This design comes from an exercise in tuning for small area on the open sky130 flow, not from production work.
Only simulation tests tie the RTL to the original design; equivalence was not proved.
No activity file was given, so power comes from the tool's default toggle rates.

$ cat flow/run.sh
#!/bin/bash
# synth_recipe.tcl (not shown) runs the flow's synth.tcl, then flattens the netlist and writes it again
# the make line also repeats each setting of config.mk as NAME=value (left out here)
make -C /OpenROAD-flow-scripts/flow DESIGN_CONFIG=/design/flow/config.mk WORK_HOME=/design/flow/orfs CLKGATE_MAP_FILE= SYNTH_SCRIPT=/design/flow/synth_recipe.tcl finish
$ cat flow/config.mk
export PLATFORM = sky130hd
export DESIGN_NAME = greg_mp
export DESIGN_NICKNAME = greg_mp
export VERILOG_FILES = /design/flow/design.v
export SDC_FILE = /design/flow/constraint.sdc
export NUM_CORES = 4
export LEC_CHECK = 0
export CAP_MARGIN = 20
export CORE_MARGIN = 2
export CORE_UTILIZATION = 30
export SETUP_SLACK_MARGIN = 0.4
export SLEW_MARGIN = 20
$ cat flow/constraint.sdc
create_clock -name core_clock -period 7.0 [get_ports {clk}]
set_input_delay 1.4000 -clock core_clock [delete_from_list [all_inputs] [get_ports {clk}]]
set_output_delay 1.4000 -clock core_clock [all_outputs]
set_load 0.01 [all_outputs]
$ cat flow/design.v
`default_nettype none
module greg_mp #(
  parameter int DATA_W  = 32,
  parameter int ADDR_W  = 5,
  parameter int ZERO_R0 = 1
) (
  input  logic              clk,
  input  logic              rst_n,
  input  logic              wr0_en,
  input  logic [ADDR_W-1:0] wr0_addr,
  input  logic [DATA_W-1:0] wr0_data,
  input  logic              wr1_en,
  input  logic [ADDR_W-1:0] wr1_addr,
  input  logic [DATA_W-1:0] wr1_data,
  input  logic [ADDR_W-1:0] rd0_addr,
  input  logic [ADDR_W-1:0] rd1_addr,
  output logic [DATA_W-1:0] rd0_data,
  output logic [DATA_W-1:0] rd1_data,
  input  logic              clr_req,
  output logic              clr_busy,
  output logic              wr_conflict
);
  localparam int DEPTH = 2**ADDR_W;
  typedef enum logic [0:0] {
    S_IDLE  = 1'b0,
    S_CLEAR = 1'b1
  } state_t;
  state_t            r_state;
  state_t            w_state_nxt;
  logic [ADDR_W-1:0] r_ptr;
  logic [ADDR_W-1:0] w_ptr_nxt;
  logic [DATA_W-1:0] r_mem [DEPTH];
  logic              r_wr_conflict;
  logic w_busy;
  logic w_wr0_ok;
  logic w_wr1_ok;
  logic w_conflict;
  assign w_busy   = (r_state == S_CLEAR);
  assign w_wr0_ok = wr0_en && !w_busy && !((ZERO_R0 != 0) && (wr0_addr == '0));
  assign w_wr1_ok = wr1_en && !w_busy && !((ZERO_R0 != 0) && (wr1_addr == '0));
  assign w_conflict = w_wr0_ok && w_wr1_ok && (wr0_addr == wr1_addr);
  assign clr_busy    = w_busy;
  assign wr_conflict = r_wr_conflict;
  always_ff @(posedge clk) begin
    if (!rst_n) begin
      r_state <= S_IDLE;
      r_ptr   <= '0;
    end else begin
      r_state <= w_state_nxt;
      r_ptr   <= w_ptr_nxt;
    end
  end
  always_comb begin
    w_state_nxt = r_state;
    w_ptr_nxt   = r_ptr;
    case (r_state)
      S_IDLE: begin
        if (clr_req) begin
          w_state_nxt = S_CLEAR;
          w_ptr_nxt   = '0;
        end
      end
      S_CLEAR: begin
        w_ptr_nxt = r_ptr + ADDR_W'(1);
        if (r_ptr == ADDR_W'(DEPTH - 1)) begin
          w_state_nxt = S_IDLE;
        end
      end
      default: begin
        w_state_nxt = S_IDLE;
        w_ptr_nxt   = '0;
      end
    endcase
  end
  always_ff @(posedge clk) begin
    if (!rst_n) begin
      for (int i = 0; i < DEPTH; i++) begin
        r_mem[i] <= '0;
      end
    end else if (w_busy) begin
      r_mem[r_ptr] <= '0;
    end else begin
      if (w_wr0_ok) r_mem[wr0_addr] <= wr0_data;
      if (w_wr1_ok) r_mem[wr1_addr] <= wr1_data;
    end
  end
  always_ff @(posedge clk) begin
    if (!rst_n) begin
      r_wr_conflict <= 1'b0;
    end else begin
      r_wr_conflict <= w_conflict;
    end
  end
  function automatic logic [DATA_W-1:0] f_read(input logic [ADDR_W-1:0] addr);
    logic [DATA_W-1:0] v;
    v = ((ZERO_R0 != 0) && (addr == '0)) ? '0 : r_mem[addr];
    if (w_wr1_ok && (wr1_addr == addr)) begin
      v = wr1_data;
    end else if (w_wr0_ok && (wr0_addr == addr)) begin
      v = wr0_data;
    end
    f_read = v;
  endfunction
  always_comb begin
    rd0_data = f_read(rd0_addr);
  end
  always_comb begin
    rd1_data = f_read(rd1_addr);
  end
endmodule
`default_nettype wire
==> qor.yml <==
outcome: "complete, no violations"
cts.path.max_buffers: 3
fmax_mhz: 153
min_path_type: "flip-flop to flip-flop"
yosysWarnings: 1
utilization_pct: 34.4
cpMaxStageDelayCell: "clkdlybuf4s50_1"
yosysSeqAreaShare_pct: 51.5
cp-end-kind: "primary output"
wl_mm: 277
tritoncts: "done"
layout-drive-gt1-share_pct: 25.8
routedWlPerCell_um: 39.2
drv_slew: 0
r2r-end: "r_mem[18][6]"
hold_depth: 2
vdd_drop_max_v: 0.000197
synth-seq-cells: 1031
drc: 0
clock-root-buffer: "clkbuf_16"
nFillCells: 19100
routabilityCongestion: 0.946
cts_buffers: 110
via_per_inst: 6.96
slowest_delay_ns: 0.68
cts.sinks: 1031
area_delta_synth_final_pct: 14.2
dr.pass1.iters: 5
ios: 155
num_rows: 164
h-tree-depth: 3
post-route-min-period_ns: 6.56
critical_path_class: "input pin to primary output"
synth_cell_types: 63
grt_pass1_vias: 48000
synthTopCellsByArea: "edfxtp_1 (51%), mux4_2 (16%), o22ai_1 (8.7%)"
fin_setup_tns_ns: 0
hold_viol_final: 0
tightest_slew_ns: 1.23
critPathRequiredTime_ns: 5.60
crit_chain: "clkdlybuf4s50_1, nor3_1, a21oi_1, and4_2, nor2_1, buf_4, a2111o_1, clkdlybuf4s50_1"
path_common_cell: "clkdlybuf4s50_1"
die_h_um: 451
cap_violations: 0
setup_viol: 0
insertion_delay_ns: 0.77
async_reset_ff_share_pct: 0
syn_avg_cell_area_um2: 13.7
p_leak_nw: 22.2
r2r-start: "r_state"
r2r_slack_ns: 2.72
path_buf_inv: 3
fin_skew_ns: 0.0479
coreArea_um2: 199000
grt_max_degree: 86
worstHoldStart: "r_ptr[1]"
setup.worst_path.start_class: "input pin"
die_w_um: 451
dieArea_um2: 204000
io_buffers: 154
vias: 49100
start_util_pct: 30.1
antenna_found_initial: 12
arrival_ns: 5.16
path_clk_slew_ns: 0.06
synth_edf_count: 1024
nets: 4397
rsz0062_at_grt: "true"
hold_buffers: 0
place_hpwl_mm: 166
ys.flop_type: "edfxtp_1"
power_density_nw_per_um2: 224
grt_usage_pct: 26.2
grt_pass1_wl_mm: 380
synth_cells: 4384
syn_area_um2: 60000
path_max_fanout: 11
gr-total-overflow: 0
synth_top_cell_by_area: "edfxtp_1"
ant_nets: 0
finalCritPeriodShare_pct: 93.7
r2r_cells: 6
slew_headroom_pct: 18.0
drt_first_iter_violations: 8787
cpLargestDelayFamily: "buffers and inverters"
min_to: "r_ptr[3]"
yosysTopAreaCellShare_pct: 51.3
[sequential cells by signal, indices dropped and copies added, names as in the netlist]
| signal | flops |
|---|---|
| r_mem | 1024 |
| r_ptr | 5 |
| r_state | 1 |
| r_wr_conflict | 1 |
[metrics by stage]
| step | hold slack, ns | cells | cell area [um^2] | power [mW] | setup WS, ns |
|---|---|---|---|---|---|
| after detailed placement | 0.659 | 6846 | 64900 | 9.44 | 0.172 |
| after CTS | 0.665 | 7055 | 68500 | 15.2 | 0.466 |
| after global placement | 0.644 | 6843 | 64800 | 9.41 | 0.0152 |
| after global routing | 0.695 | 7057 | 68500 | 15.6 | 0.393 |
| final | 0.656 | 7063 | 68500 | 15.3 | 0.444 |
| after floorplan | 0.590 | 4415 | 60100 | 8.47 | 1.60 |
[cell type report]
| type | count | area, um^2 | area share, % |
|---|---|---|---|
| Sequential cell | 1031 | 30900 | 45.1 |
| Multi-Input combinational cell | 2700 | 26600 | 38.8 |
| Timing Repair Buffer | 420 | 4000 | 5.83 |
| Tap cell | 2656 | 3320 | 4.85 |
| Clock buffer | 134 | 2890 | 4.21 |
| Clock inverter | 72 | 638 | 0.931 |
| Inverter | 43 | 164 | 0.239 |
| Antenna cell | 7 | 17.5 | 0.0256 |
[cells in the final DEF (no fill, tap or decap), types with 58 or more instances in the layout]
| master | netlist | final |
|---|---|---|
| buf_4 | 14 | 231 |
| nand4_1 | 98 | 98 |
| nor2_1 | 62 | 58 |
| o22ai_2 | 158 | 158 |
| mux2i_1 | 309 | 309 |
| o22ai_1 | 838 | 838 |
| edfxtp_1 | 1024 | 1024 |
| nand2_1 | 100 | 61 |
| mux4_2 | 414 | 414 |
| a22oi_1 | 63 | 63 |
| a221oi_1 | 63 | 63 |
| clkbuf_16 | 0 | 112 |
| clkdlybuf4s50_1 | 0 | 144 |
| nand3_1 | 163 | 132 |
[repair_timing]
item                                    CTS  global route
gates resized for setup                   0             2
buffers inserted                          3             0
endpoints found under the hold margin     0             0
pin swaps                                 1             0
endpoints found under the setup margin    6             7
[report_power, final]
group          total (mW)  switching, mW  internal [mW]
combinational        2.25           1.43          0.820
clock                5.92           2.66           3.26
sequential           7.16          0.134           7.03
total                15.3           4.22           11.1
[Yosys cell counts, types with 49 or more instances]
master,instances
a22oi_1,63
o22ai_1,838
o22ai_2,158
nand2_1,100
edfxtp_1,1024
nor2_1,62
o2111ai_1,49
nand4_1,98
mux2i_1,309
clkbuf_1,372
mux4_2,414
buf_2,195
a221oi_1,63
nand3_1,163
[kinds of logic after synthesis]
family,Yosys count,synth area share [%]
adder cells (fa/ha/maj),2,0.0417
flip-flops,1031,51.5
buffers and inverters,684,5.02
XOR/XNOR,25,0.365
AND/OR/NAND/NOR,517,4.75
AO/OA/AOI/OAI,1387,17.4
multiplexers,737,21.0
other,1,0.00625
[worst register-to-register path: stages, from the launching register on]
cell and delay (ns):
dfxtp_1 0.48, and3b_1 0.52, o31a_2 0.73, buf_4 0.44, buf_4 0.58, nand2_1 0.93
o22ai_1 0.40
[worst max path at each step]
stage,from,endpoint,cells past startpoint
6_report,wr1_addr[3],rd0_data[15],8
5_1_grt,wr0_addr[3],rd0_data[4],8
4_1_cts,wr0_addr[3],rd0_data[4],8
3_5_place_dp,wr1_addr[3],rd0_data[22],7
3_3_place_gp,wr0_addr[3],rd1_data[22],8
2_1_floorplan,wr0_addr[4],r_mem[0][0],8
[metal layers]
layer	share of wire, %	GRT usage [%]
met5	0.017	0.497
met2	44	39.6
met4	8.0	17.8
met1	33	31.0
met3	15	9.69

[separate check: timing with driven ports]
In the flow no input, the clock included, has a driving cell. The finished layout below was timed again as built, in two steps. Step 1 (the two cells are an assumption about what drives the block):
set clk [get_ports {clk}]
set_driving_cell -lib_cell sky130_fd_sc_hd__clkbuf_16 $clk
set_driving_cell -lib_cell sky130_fd_sc_hd__buf_2 [delete_from_list [all_inputs] $clk]
Step 2 times the ports against the registers' clock, not the clock port: input delays grow and output delays shrink by t, the midpoint of the rising clock arrivals with the driver on. a / b / c = no drivers / after step 1 / after step 2; a / b = the first two.
t, ns: 0.834
slack for setup (ns): 0.444 / 0.424 / 0.424
clock arrival spread, ns: 0.052 / 0.052
slew at the worst register clock pin (ns): 0.07 / 0.07
pins driven straight from the clock port: 1
After both steps setup and hold are still met in this run. The setup slack of this run moves by -0.020 ns with the drivers and by -0.020 ns with both steps.
